Source: an optimization exercise on an open RTL-to-GDS flow (aim: small area, a short achievable clock period and few clock cycles per item). Production flows keep margins and buffers that such runs may drop. Only simulation tests tie the RTL to the original design; equivalence was not proved. Power and IR drop assume default switching activity.

## config.mk

```make
export PLATFORM = sky130hd
export DESIGN_NAME = operand_fetch_top
export DESIGN_NICKNAME = operand_fetch_top
export VERILOG_FILES = /design/flow/design.v
export SDC_FILE = /design/flow/constraint.sdc
export NUM_CORES = 4
export LEC_CHECK = 0
export CAP_MARGIN = 20
export CORE_MARGIN = 2
export CORE_UTILIZATION = 40
export SLEW_MARGIN = 20
```

## constraint.sdc

```tcl
create_clock -name core_clock -period 5.0 [get_ports {clk}]
set_input_delay 1.0000 -clock core_clock [delete_from_list [all_inputs] [get_ports {clk}]]
set_output_delay 1.0000 -clock core_clock [all_outputs]
set_load 0.01 [all_outputs]
```

## design.v

```verilog
`timescale 1ns/1ps
`default_nettype none
package fetch_pkg;
	localparam int DATA_WIDTH      = 16;
	localparam int N_CHANNELS      = 16;
	localparam int COMMIT_ID_WIDTH = 6;
	typedef logic signed [DATA_WIDTH - 1 : 0] data_t;
	typedef logic [3 : 0] chan_addr_t;
	typedef logic [COMMIT_ID_WIDTH - 1 : 0] commit_id_t;
	typedef logic [7 : 0] tag_t;
	localparam chan_addr_t SRC_REG0    = 4'd0;
	localparam chan_addr_t SRC_REG1    = 4'd1;
	localparam chan_addr_t SRC_QUARTER = 4'd3;
	localparam chan_addr_t SRC_HALF    = 4'd4;
	localparam data_t SCALE_QUARTER = data_t'({2'b01, {(DATA_WIDTH - 2){1'b0}}});
	localparam data_t SCALE_HALF    = data_t'({1'b1, {(DATA_WIDTH - 1){1'b0}}});
	typedef struct packed {
		logic       needed;
		logic       is_reg;
		chan_addr_t src;
	} operand_sel_t;
	typedef struct packed {
		tag_t         tag;
		chan_addr_t   dest;
		logic         writes_channel;
		data_t        register_0;
		data_t        register_1;
		operand_sel_t op_a;
		operand_sel_t op_b;
		operand_sel_t op_c;
	} instr_t;
	typedef struct packed {
		instr_t     instr;
		commit_id_t commit_id;
		data_t      arg_a;
		data_t      arg_b;
		data_t      arg_c;
	} stage_word_t;
	typedef struct packed {
		tag_t       tag;
		chan_addr_t dest;
		logic       writes_channel;
		commit_id_t commit_id;
		data_t      arg_a;
		data_t      arg_b;
		data_t      arg_c;
	} fetched_t;
	typedef struct packed {
		logic       valid;
		chan_addr_t addr;
		data_t      value;
	} chan_write_t;
	typedef enum logic {
		FETCH_IDLE,
		FETCH_BUSY
	} fetch_state_t;
endpackage
`default_nettype wire
`timescale 1ns/1ps
`default_nettype none
module channel_file
(
	input  wire         clk,
	input  wire         reset,
	input  fetch_pkg::chan_write_t chan_write,
	input  fetch_pkg::chan_addr_t  read_addr_a,
	input  fetch_pkg::chan_addr_t  read_addr_b,
	input  fetch_pkg::chan_addr_t  read_addr_c,
	output fetch_pkg::data_t       read_a,
	output fetch_pkg::data_t       read_b,
	output fetch_pkg::data_t       read_c
);
	fetch_pkg::data_t channels [fetch_pkg::N_CHANNELS];
	always_ff @(posedge clk) begin
		if (reset) begin
			for (int i = 0; i < fetch_pkg::N_CHANNELS; i++)
				channels[i] <= '0;
		end else if (chan_write.valid) begin
			channels[chan_write.addr] <= chan_write.value;
		end
	end
	assign read_a = channels[read_addr_a];
	assign read_b = channels[read_addr_b];
	assign read_c = channels[read_addr_c];
endmodule
`default_nettype wire
`timescale 1ns/1ps
`default_nettype none
module pending_write_counter
#(
	parameter int pending_width = 4
) (
	input  wire              clk,
	input  wire              reset,
	input  wire              issue,
	input  fetch_pkg::chan_addr_t  issue_addr,
	input  fetch_pkg::chan_write_t chan_write,
	input  fetch_pkg::chan_addr_t  query_addr,
	output logic             pending_zero,
	output logic             pending_one
);
	logic [pending_width - 1 : 0] count [fetch_pkg::N_CHANNELS];
	logic [fetch_pkg::N_CHANNELS - 1 : 0] busy;    
	logic [fetch_pkg::N_CHANNELS - 1 : 0] inc;
	logic [fetch_pkg::N_CHANNELS - 1 : 0] dec;
	always_comb begin
		for (int i = 0; i < fetch_pkg::N_CHANNELS; i++) begin
			inc[i] = issue && (issue_addr == fetch_pkg::chan_addr_t'(i));
			dec[i] = chan_write.valid && (chan_write.addr == fetch_pkg::chan_addr_t'(i));
		end
	end
	always_ff @(posedge clk) begin
		if (reset) begin
			for (int i = 0; i < fetch_pkg::N_CHANNELS; i++) begin
				count[i] <= '0;
				busy[i]  <= 1'b0;
			end
		end else begin
			for (int i = 0; i < fetch_pkg::N_CHANNELS; i++) begin
				case ({inc[i], dec[i]})
					2'b10: begin
						count[i] <= count[i] + 1'b1;
						busy[i]  <= 1'b1;
					end
					2'b01: begin
						if (busy[i]) begin    
							count[i] <= count[i] - 1'b1;
							busy[i]  <= (count[i] != 1);
						end
					end
					default: ;    
				endcase
			end
		end
	end
	assign pending_zero = ~busy[query_addr];
	assign pending_one  = (count[query_addr] == 1);
endmodule
`default_nettype wire
`timescale 1ns/1ps
`default_nettype none
module fetch_control
(
	input  wire   clk,
	input  wire   reset,
	input  wire   in_valid,
	output logic  in_ready,
	input  wire   out_ready,
	input  wire   needs_stall,
	input  wire   resolved,
	output fetch_pkg::fetch_state_t state,
	output logic  capture_direct,
	output logic  capture_latched,
	output logic  out_valid
);
	logic out_free;
	logic take_in;
	assign out_free = ~out_valid | out_ready;    
	assign in_ready = (state == fetch_pkg::FETCH_IDLE) & out_free;
	assign take_in  = in_valid & in_ready;
	assign capture_direct  = take_in & ~needs_stall;
	assign capture_latched = (state == fetch_pkg::FETCH_BUSY) & resolved & out_free;
	always_ff @(posedge clk) begin
		if (reset) begin
			state <= fetch_pkg::FETCH_IDLE;
		end else begin
			case (state)
				fetch_pkg::FETCH_IDLE: begin
					if (take_in && needs_stall)
						state <= fetch_pkg::FETCH_BUSY;    
				end
				fetch_pkg::FETCH_BUSY: begin
					if (capture_latched)
						state <= fetch_pkg::FETCH_IDLE;
				end
				default: state <= fetch_pkg::FETCH_IDLE;
			endcase
		end
	end
	always_ff @(posedge clk) begin
		if (reset)
			out_valid <= 1'b0;
		else if (capture_direct || capture_latched)
			out_valid <= 1'b1;
		else if (out_ready)
			out_valid <= 1'b0;
	end
endmodule
`default_nettype wire
`timescale 1ns/1ps
`default_nettype none
module fetch_substage
#(
	parameter int operand_index = 0,
	parameter int pending_width = 4
) (
	input  wire              clk,
	input  wire              reset,
	input  wire              in_valid,
	output logic             in_ready,
	input  fetch_pkg::stage_word_t in_word,
	output logic             out_valid,
	input  wire              out_ready,
	output fetch_pkg::stage_word_t      out_word,
	input  fetch_pkg::chan_write_t chan_write,
	output fetch_pkg::chan_addr_t       chan_read_addr,
	input  fetch_pkg::data_t       chan_read
);
	fetch_pkg::fetch_state_t state;
	fetch_pkg::stage_word_t  busy_word;
	fetch_pkg::stage_word_t  live_word;
	fetch_pkg::stage_word_t  next_word;
	fetch_pkg::operand_sel_t sel;
	fetch_pkg::data_t        reg_value;
	fetch_pkg::data_t        operand;
	fetch_pkg::commit_id_t   commit_count;
	logic pending_zero;
	logic pending_one;
	logic bypass_hit;
	logic resolved;
	logic needs_stall;
	logic capture_direct;
	logic capture_latched;
	logic send;
	assign live_word = (state == fetch_pkg::FETCH_BUSY) ? busy_word : in_word;
	always_comb begin
		case (operand_index)
			0:       sel = live_word.instr.op_a;
			1:       sel = live_word.instr.op_b;
			default: sel = live_word.instr.op_c;
		endcase
	end
	assign chan_read_addr = sel.src;
	always_comb begin
		case (sel.src)
			fetch_pkg::SRC_REG0:    reg_value = live_word.instr.register_0;
			fetch_pkg::SRC_REG1:    reg_value = live_word.instr.register_1;
			fetch_pkg::SRC_QUARTER: reg_value = fetch_pkg::SCALE_QUARTER;
			fetch_pkg::SRC_HALF:    reg_value = fetch_pkg::SCALE_HALF;
			default:     reg_value = '0;
		endcase
	end
	assign bypass_hit  = chan_write.valid & (chan_write.addr == sel.src) & pending_one;
	assign resolved    = ~sel.needed | sel.is_reg | pending_zero | bypass_hit;
	assign needs_stall = ~resolved;
	always_comb begin
		if (!sel.needed)
			operand = '0;
		else if (sel.is_reg)
			operand = reg_value;
		else if (pending_zero)
			operand = chan_read;
		else
			operand = chan_write.value;
	end
	always_comb begin
		next_word = live_word;
		case (operand_index)
			0: next_word.arg_a = operand;
			1: next_word.arg_b = operand;
			default: begin
				next_word.arg_c     = operand;
				next_word.commit_id = commit_count;
			end
		endcase
	end
	assign send = capture_direct | capture_latched;
	always_ff @(posedge clk) begin
		if (in_valid && in_ready && needs_stall)
			busy_word <= in_word;
		if (send)
			out_word <= next_word;
	end
	always_ff @(posedge clk) begin
		if (reset)
			commit_count <= '0;
		else if (operand_index == 2 && send && live_word.instr.writes_channel)
			commit_count <= commit_count + 1'b1;
	end
	fetch_control control (
		.clk(clk),
		.reset(reset),
		.in_valid(in_valid),
		.in_ready(in_ready),
		.out_ready(out_ready),
		.needs_stall(needs_stall),
		.resolved(resolved),
		.state(state),
		.capture_direct(capture_direct),
		.capture_latched(capture_latched),
		.out_valid(out_valid)
	);
	pending_write_counter #(.pending_width(pending_width)) pending (
		.clk(clk),
		.reset(reset),
		.issue(send & live_word.instr.writes_channel),
		.issue_addr(live_word.instr.dest),
		.chan_write(chan_write),
		.query_addr(sel.src),
		.pending_zero(pending_zero),
		.pending_one(pending_one)
	);
endmodule
`default_nettype wire
`timescale 1ns/1ps
`default_nettype none
module skid_buffer
(
	input  wire           clk,
	input  wire           reset,
	input  wire           in_valid,
	output logic          in_ready,
	input  fetch_pkg::fetched_t in_data,
	output logic          out_valid,
	input  wire           out_ready,
	output fetch_pkg::fetched_t      out_data
);
	fetch_pkg::fetched_t skid_data;
	logic     skid_valid;
	logic     main_free;
	logic     take_in;
	assign in_ready  = ~skid_valid;    
	assign take_in   = in_valid & in_ready;
	assign main_free = ~out_valid | out_ready;
	always_ff @(posedge clk) begin
		if (reset) begin
			out_valid  <= 1'b0;
			skid_valid <= 1'b0;
		end else if (main_free) begin
			out_valid  <= skid_valid | take_in;
			skid_valid <= 1'b0;
		end else if (take_in) begin
			skid_valid <= 1'b1;    
		end
	end
	always_ff @(posedge clk) begin
		if (main_free)
			out_data <= skid_valid ? skid_data : in_data;
		else if (take_in)
			skid_data <= in_data;
	end
endmodule
`default_nettype wire
`timescale 1ns/1ps
`default_nettype none
module operand_fetch
#(
	parameter int pending_width = 4
) (
	input  wire              clk,
	input  wire              reset,
	input  wire              in_valid,
	output logic             in_ready,
	input  fetch_pkg::instr_t      in_instr,
	output logic             out_valid,
	input  wire              out_ready,
	output fetch_pkg::fetched_t         out_fetched,
	input  fetch_pkg::chan_write_t chan_write
);
	fetch_pkg::stage_word_t first_word;
	fetch_pkg::stage_word_t word_a;
	fetch_pkg::stage_word_t word_b;
	fetch_pkg::stage_word_t word_c;
	fetch_pkg::fetched_t    last_fetched;
	logic valid_a;
	logic valid_b;
	logic valid_c;
	logic ready_b;
	logic ready_c;
	logic ready_skid;
	fetch_pkg::chan_addr_t addr_a;
	fetch_pkg::chan_addr_t addr_b;
	fetch_pkg::chan_addr_t addr_c;
	fetch_pkg::data_t      read_a;
	fetch_pkg::data_t      read_b;
	fetch_pkg::data_t      read_c;
	always_comb begin
		first_word       = '0;
		first_word.instr = in_instr;
	end
	fetch_substage #(.operand_index(0), .pending_width(pending_width)) fetch_a (
		.clk(clk), .reset(reset),
		.in_valid(in_valid), .in_ready(in_ready), .in_word(first_word),
		.out_valid(valid_a), .out_ready(ready_b), .out_word(word_a),
		.chan_write(chan_write), .chan_read_addr(addr_a), .chan_read(read_a)
	);
	fetch_substage #(.operand_index(1), .pending_width(pending_width)) fetch_b (
		.clk(clk), .reset(reset),
		.in_valid(valid_a), .in_ready(ready_b), .in_word(word_a),
		.out_valid(valid_b), .out_ready(ready_c), .out_word(word_b),
		.chan_write(chan_write), .chan_read_addr(addr_b), .chan_read(read_b)
	);
	fetch_substage #(.operand_index(2), .pending_width(pending_width)) fetch_c (
		.clk(clk), .reset(reset),
		.in_valid(valid_b), .in_ready(ready_c), .in_word(word_b),
		.out_valid(valid_c), .out_ready(ready_skid), .out_word(word_c),
		.chan_write(chan_write), .chan_read_addr(addr_c), .chan_read(read_c)
	);
	channel_file channels (
		.clk(clk), .reset(reset),
		.chan_write(chan_write),
		.read_addr_a(addr_a), .read_addr_b(addr_b), .read_addr_c(addr_c),
		.read_a(read_a), .read_b(read_b), .read_c(read_c)
	);
	always_comb begin
		last_fetched.tag            = word_c.instr.tag;
		last_fetched.dest           = word_c.instr.dest;
		last_fetched.writes_channel = word_c.instr.writes_channel;
		last_fetched.commit_id      = word_c.commit_id;
		last_fetched.arg_a          = word_c.arg_a;
		last_fetched.arg_b          = word_c.arg_b;
		last_fetched.arg_c          = word_c.arg_c;
	end
	skid_buffer skid (
		.clk(clk), .reset(reset),
		.in_valid(valid_c), .in_ready(ready_skid), .in_data(last_fetched),
		.out_valid(out_valid), .out_ready(out_ready), .out_data(out_fetched)
	);
endmodule
`default_nettype wire
`timescale 1ns/1ps
`default_nettype none
module operand_fetch_top
(
	input  wire          clk,
	input  wire          reset,
	input  wire          in_valid,
	output logic         in_ready,
	input  wire  [7:0]   in_tag,
	input  wire  [3:0]   in_dest,
	input  wire          in_writes_channel,
	input  wire  [15:0]  in_register_0,
	input  wire  [15:0]  in_register_1,
	input  wire  [5:0]   in_op_a,
	input  wire  [5:0]   in_op_b,
	input  wire  [5:0]   in_op_c,
	output logic         out_valid,
	input  wire          out_ready,
	output logic [7:0]   out_tag,
	output logic [3:0]   out_dest,
	output logic         out_writes_channel,
	output logic [5:0]   out_commit_id,
	output logic [15:0]  out_arg_a,
	output logic [15:0]  out_arg_b,
	output logic [15:0]  out_arg_c,
	input  wire          chan_write_valid,
	input  wire  [3:0]   chan_write_addr,
	input  wire  [15:0]  chan_write_value
);
	fetch_pkg::instr_t      instr;
	fetch_pkg::fetched_t    fetched;
	fetch_pkg::chan_write_t chan_write;
	always_comb begin
		instr.tag            = in_tag;
		instr.dest           = in_dest;
		instr.writes_channel = in_writes_channel;
		instr.register_0     = in_register_0;
		instr.register_1     = in_register_1;
		instr.op_a           = in_op_a;
		instr.op_b           = in_op_b;
		instr.op_c           = in_op_c;
	end
	always_comb begin
		chan_write.valid = chan_write_valid;
		chan_write.addr  = chan_write_addr;
		chan_write.value = chan_write_value;
	end
	operand_fetch #(.pending_width(4)) core (
		.clk(clk),
		.reset(reset),
		.in_valid(in_valid),
		.in_ready(in_ready),
		.in_instr(instr),
		.out_valid(out_valid),
		.out_ready(out_ready),
		.out_fetched(fetched),
		.chan_write(chan_write)
	);
	assign out_tag            = fetched.tag;
	assign out_dest           = fetched.dest;
	assign out_writes_channel = fetched.writes_channel;
	assign out_commit_id      = fetched.commit_id;
	assign out_arg_a          = fetched.arg_a;
	assign out_arg_b          = fetched.arg_b;
	assign out_arg_c          = fetched.arg_c;
endmodule
`default_nettype wire
```

## run.sh

```bash
#!/bin/bash
# synth_recipe.tcl (not shown) runs the flow's synth.tcl, then flattens the netlist and writes it again
# the make line also repeats each setting of config.mk as NAME=value (left out here)
make -C /OpenROAD-flow-scripts/flow DESIGN_CONFIG=/design/flow/config.mk WORK_HOME=/design/flow/orfs CLKGATE_MAP_FILE= SYNTH_SCRIPT=/design/flow/synth_recipe.tcl finish
```

==> impl_metrics.json <==
{
  "status": "no timing/DRC/antenna violations",
  "synth_top_family_by_area": "multiplexers",
  "grt_max_degree": 170,
  "cp-start-kind": "flop",
  "path_buf_inv": 2,
  "slew_headroom_pct": 32.2,
  "yosysSeqAreaShare_pct": 54.2,
  "finalHoldViolCount": 0,
  "wl_mm": 164,
  "drv_cap": 0,
  "multi_input_area_sq_um": 24100,
  "cp.arrival_ps": 5170,
  "synth_most_common_cell": "edfxtp_1",
  "ff2ff_path_depth": 15,
  "min_path_cells": 0,
  "synth_top_area_share_pct": 45.0,
  "setup_viol_count_final": 0,
  "synth_cell_types": 77,
  "cp_max_fo": 37,
  "clkSlewWorstSetupHoldPaths_ps": 60,
  "cts_hold_buf": 0,
  "antenna_found_initial": 8,
  "cts_root_buffer": "clkbuf_16",
  "initialDrtViolationCount": 4197,
  "die_w_microns": 377,
  "netlist_instances": 4467,
  "slowest_delay_ps": 670,
  "total_leakage_power_nw": 22.5,
  "max_freq_mhz": 217,
  "antenna_left": 0,
  "io_buffers": 156,
  "cts_tree": "yes",
  "startpoint": "core.fetch_c.control.state",
  "endpoint_kind": "flop",
  "worst_hold_slack_ps": 418,
  "synth_area_sq_um": 55500,
  "cts_setup_buffers": 0,
  "initial_core_util_pct": 40.3,
  "total_power_mw": 20.7,
  "hp-start": "core.fetch_c.out_word[51]",
  "die-area_sq_um": 142000,
  "grt_overflow": 0,
  "synth-async-reset-ratio_pct": 0,
  "fillers": 12200,
  "cp_data_required_time_ps": 5570,
  "r2r_slack_ps": 400,
  "fin_nets": 5083,
  "power_density_nw_per_um2": 320,
  "synth-edff-count": 832,
  "synthSimpleGateAreaFrac_pct": 12.3,
  "gp_congestion": 0.911,
  "vias": 38400,
  "hold_end": "core.skid.skid_data[51]",
  "track_usage_pct": 22.9,
  "fin_crit_sh_pct": 92.0,
  "synth_area_per_cell_sq_um": 12.4,
  "r2r-start": "core.fetch_c.control.state",
  "die_y_microns": 377,
  "ir_drop_mv": 0.271,
  "worstPathCellList": "buf_4, nor3b_1, or2_2, a21oi_1, a311oi_1, a31oi_1, nand4b_1, a21boi_2, buf_4, nand2_1, nor2_1, ha_1, or4b_2, a21oi_1, nor2_1",
  "grt_util_met2_pct": 35.7,
  "cts_buffers": 118,
  "met3_usage_pct": 4.57,
  "top_usage_layer": "met2",
  "r2r_end": "core.fetch_c.pending.busy[2]",
  "dr.pass1.iters": 6,
  "synth-xor-area-share_pct": 2.48,
  "dp_cells": 6428,
  "synth_common_cells": "edfxtp_1, nor2_1, and2_1",
  "routedWlPerCell_microns": 24.7,
  "numClockSinks": 1086,
  "ios": 157,
  "min_period_ps": 4600,
  "worst_slew_pin_slew_ps": 1020,
  "layout.cells.non_filler": 6646,
  "drive_gt1_share_pct": 19.9,
  "dpl.hpwl_mm": 112,
  "met1_usage_pct": 31.7,
  "hp-class": "flop to flop",
  "htreeDepth": 3,
  "synthesis.nets": 4796,
  "maxSlewViolCount": 0,
  "yosys_warnings": 10,
  "netlist.top_cell.by_area": "edfxtp_1",
  "synth_compound_area_share_pct": 8.52,
  "crit_slowest_cell": "or4b_2",
  "drt_drc_violations_left": 0,
  "synth_fa_ha_area_share_pct": 5.43,
  "rsz0062_at_grt": "false",
  "viasPerCell": 5.77,
  "seq_area_sq_um": 30100,
  "criticalPathCategory": "flop to flop",
  "ys.flop_type": "edfxtp_1",
  "cts-resized-gates": 0,
  "clock_path_buffers": 3,
  "grt_pass1_vias": 36900,
  "critical-path-top-delay-family": "simple AND/OR/NAND/NOR gates",
  "clk_latency_ps": 780,
  "core_area_sq_um": 138000,
  "synth.area.mux_share_pct": 14.3,
  "synth_seq_cells": 1086,
  "rows": 136,
  "synth.area.top_cells": "edfxtp_1, dfxtp_1, mux4_2",
  "grt_pass1_wl_mm": 243,
  "areaGrowthSynthToFinish_pct": 16.3,
  "skew_ps": 76.1
}
## per-stage QoR
stage	utilization [%]	setup TNS (ps)	instance area, sq um	setup WS (ps)
floorplan	-	0	55600	99.6
global placement	44.1	-1450	60700	-257
detailed placement	44.1	-1840	60700	-255
CTS	46.9	0	64600	405
global route	46.9	0	64600	75.0
finish	46.9	0	64600	402
## cells by family after synthesis
group | count (synthesis)
adder cells (fa/ha/maj) | 241
multiplexers | 505
XOR/XNOR | 157
buffers and inverters | 396
AND/OR/NAND/NOR | 1378
flip-flops | 1086
AO/OA/AOI/OAI | 704
## per-layer routing
metal	vias up	routed length, microns
li1	17300	-
met1	19100	69500
met2	1648	74500
met3	324	14500
met4	6	5520
met5	-	34
## cells in the final DEF (no fill, tap or decap), types with 19 or more instances in the layout
cell,count
mux2i_1,60
buf_4,224
clkbuf_16,119
clkbuf_1,19
nand3_1,93
a221oi_1,59
nor2_1,473
clkinv_2,25
nand4_1,36
o41ai_1,38
buf_12,21
o22ai_1,52
nand2_1,235
a21oi_1,216
and2_1,282
xnor2_1,146
ha_1,241
clkdlybuf4s50_1,155
mux2_2,234
inv_1,162
a22oi_1,126
or4b_2,37
dfxtp_1,250
edfxtp_1,832
mux4_2,202
o21ai_0,101
nor3_1,36
nor2b_1,69
## cell type report
type                       instances  share of cell area, %
timing repair buffer             401                   5.68
multi-input combinational       2985                   37.3
tap                             1794                   3.47
antenna                            3                 0.0116
inverter                         162                  0.941
clock inverter                    70                   1.15
clock buffer                     145                   4.87
sequential                      1086                   46.6
## registers in the layout, summed over array words and instances (netlist names), 16 cells and up
signal / flops
core.fetch_a.out_word: 73
core.fetch_a.pending.busy: 16
core.skid.skid_data: 67
core.fetch_c.pending.busy: 16
core.fetch_a.busy_word: 63
core.skid.out_data: 67
core.fetch_c.busy_word: 83
core.fetch_c.out_word: 67
core.fetch_b.pending.count: 64
core.fetch_b.pending.busy: 16
core.fetch_c.pending.count: 64
core.channels.channels: 256
core.fetch_b.out_word: 83
core.fetch_a.pending.count: 64
core.fetch_b.busy_word: 73
## how the worst max path moves through the flow
stage                                               to  slack (ps)  cells after the start
after floorplan             core.fetch_a.out_word[100]         100                      8
after CTS                 core.fetch_c.pending.busy[2]         410                     15
after detailed placement  core.fetch_a.pending.busy[1]        -260                     15
after global routing      core.fetch_c.pending.busy[3]          80                     15
final                     core.fetch_c.pending.busy[2]         400                     15
after global placement    core.fetch_a.pending.busy[1]        -260                     15
## report_power, final
group / internal, mW / switching (mW) / leakage (nW)
Sequential: 9.98 / 0.190 / 9.92
Combinational: 0.738 / 1.02 / 10.7
Clock: 4.95 / 3.81 / 1.88
Total: 15.7 / 5.01 / 22.5
Testbench counts, summed over its fixed seeds: cycles 34,013, items 16,000.

[afterwards: timing with drivers on the ports]
No port has a modelled driver above. Below, the same layout with a new extraction and two added sets of constraints.
Step 1 assumes that a clkbuf_16 drives the clock port and a buf_2 every other input.
Step 2 also shifts input and output timing later by t, the mid clock arrival at the registers, as if the neighbouring blocks saw the same clock.
Slacks: ideal / step 1 / step 2; pairs: ideal / step 1.
t (ns): 0.816
setup slack, ns: 0.402 / 0.402 / -0.268
worst hold slack (ns): 0.418 / 0.418 / 0.418
latest minus earliest clock arrival (ns): 0.080 / 0.079
Met with ideal ports but missed after step 2: setup timing in this run. For this run, drivers alone change the setup slack by 0.000 ns; drivers and shift together by -0.670 ns.
